Background: an optimization exercise with open tools, aiming at small area. Do not read the settings as production practice. In this exercise RTL edits were held to simulation tests only and were not proved equivalent to the original.

## old
==> flow/design.v (excerpt) <==
module toy_correlator (
  input  logic       vis_clock,
  input  logic       vis_reset,
  input  logic       sig_valid_i,
  input  logic [3:0] sig_idata_i,
  input  logic [3:0] sig_qdata_i,
  input  logic       m_tready_i,
  output logic       vis_start_o,
  output logic       vis_frame_o,
  output logic       m_tvalid_o,
  output logic [7:0] m_tdata_o,
  output logic       m_tlast_o,
  output logic       vis_overflow_o
);
==> flow/config.mk <==
export PLATFORM = sky130hd
export DESIGN_NAME = toy_correlator
export DESIGN_NICKNAME = toy_correlator
export VERILOG_FILES = /design/flow/design.v
export SDC_FILE = /design/flow/constraint.sdc
export NUM_CORES = 4
export LEC_CHECK = 0
export CAP_MARGIN = 0
export CORE_MARGIN = 2
export CORE_UTILIZATION = 70
export SLEW_MARGIN = 0
==> flow/constraint.sdc <==
create_clock -name core_clock -period 6.0 [get_ports {vis_clock}]
set_input_delay 1.2000 -clock core_clock [delete_from_list [all_inputs] [get_ports {vis_clock}]]
set_output_delay 1.2000 -clock core_clock [all_outputs]
set_load 0.01 [all_outputs]
standard.sh (not shown) runs the stock make flow with config.mk's settings and CLKGATE_MAP_FILE= SYNTH_SCRIPT=/design/flow/synth_recipe.tcl, a recipe that flattens the netlist after the stock synthesis.
==> flow/flow/run.sh <==
#!/bin/bash
# Own synthesis (flow/synth.tcl: the standard one with an area-oriented ABC
# mapping), then the standard layout from the synthesized netlist, with the
# smallest buffer on each port and a clock tree without dummy loads.
set -euo pipefail
W=$(pwd)
export OWN_ABC_SCRIPT="$W/flow/area.abc"
export BUFFER_PORTS_ARGS="-buffer_cell sky130_fd_sc_hd__buf_1"
export CTS_ARGS="-sink_clustering_enable -repair_clock_nets -sink_clustering_size 20 -sink_clustering_max_diameter 70 -buf_list sky130_fd_sc_hd__clkbuf_8 -dont_use_dummy_load"
sed -e "s#SYNTH_SCRIPT=[^ ]*#SYNTH_SCRIPT=$W/flow/synth.tcl#" standard.sh > own_synth.sh
bash own_synth.sh synth > synth.log 2>&1
bash standard.sh > standard.log 2>&1
==> flow/flow/area.abc <==
strash
dch
amap -F 20 -A 40
mfs2
strash
dch
amap -F 20 -A 40
mfs2
strash
dch
amap -F 20 -A 40
==> flow/flow/synth.tcl <==
# synth_recipe.tcl (the standard synthesis), with the final ABC mapping run for
# area and the arithmetic left to ABC instead of fixed half/full-adder cells.
# Flip-flops are mapped before ABC runs, so the registers, their names and
# cell types are those of the standard synthesis.
proc synth {args} { yosys synth -nofsm -noshare {*}$args }
proc extract_fa {args} { }
proc abc {args} {
  foreach o {-script -D} {
    set i [lsearch -exact $args $o]
    if { $i >= 0 } { set args [lreplace $args $i [expr {$i + 1}]] }
  }
  yosys abc {*}$args -script $::env(OWN_ABC_SCRIPT)
}
source $::env(SCRIPTS_DIR)/synth.tcl
# left out here: clear keep_hierarchy, flatten, clean up, hide names made inside functions, write 1_2_yosys.v
Having completed the whole flow, old delivered a layout that passed the timing, DRC and antenna checks.
Here is what was changed in the inputs of new compared with old.
diff --git a/flow/flow/run.sh b/flow/flow/run.sh
--- a/flow/flow/run.sh
+++ b/flow/flow/run.sh
@@ -7,5 +7,5 @@
 export OWN_ABC_SCRIPT="$W/flow/area.abc"
 export BUFFER_PORTS_ARGS="-buffer_cell sky130_fd_sc_hd__buf_1"
-export CTS_ARGS="-sink_clustering_enable -repair_clock_nets -sink_clustering_size 20 -sink_clustering_max_diameter 70 -buf_list sky130_fd_sc_hd__clkbuf_8 -dont_use_dummy_load"
+export CTS_ARGS="-sink_clustering_enable -repair_clock_nets -sink_clustering_size 10 -sink_clustering_max_diameter 45 -buf_list sky130_fd_sc_hd__clkbuf_4 -dont_use_dummy_load"
 sed -e "s#SYNTH_SCRIPT=[^ ]*#SYNTH_SCRIPT=$W/flow/synth.tcl#" standard.sh > own_synth.sh
 bash own_synth.sh synth > synth.log 2>&1
### Flow results
new completed every stage of the flow, and the final layout passed the timing, DRC and antenna checks. Per the comparison of new with old, wire length on met3 dropped about 10%; fraction of area in registers barely changed; final cell count climbed 1.2%; final critical delay including setup and external delays climbed 0.16 ns. The met2 usage of new is higher than that of old.

==> port drivers added, routing unchanged <==
The results above use ideal ports. As a check the final layouts listed here were re-extracted and re-timed, cells and wires unchanged. Step 1 (the two cells are an assumption about what drives the block):
set clk [get_ports {vis_clock}]
set_driving_cell -lib_cell sky130_fd_sc_hd__clkbuf_16 $clk
set_driving_cell -lib_cell sky130_fd_sc_hd__buf_2 [delete_from_list [all_inputs] $clk]
Step 2 also shifts input and output timing later by t, the mid clock arrival at the registers, as if the neighbouring blocks saw the same clock. Three values: no drivers, after step 1, after step 2; two values: the first two.
run	t (ns)	setup slack, ns	hold WS [ns]	clock arrival spread, ns	pins driven straight from the clock port
old	0.543	1.289 / 1.249 / 1.792	0.436 / 0.436 / 0.436	0.071 / 0.072	1
new	0.677	1.133 / 1.096 / 1.773	0.443 / 0.443 / 0.443	0.067 / 0.066	1
After both steps every run listed still meets setup and hold.
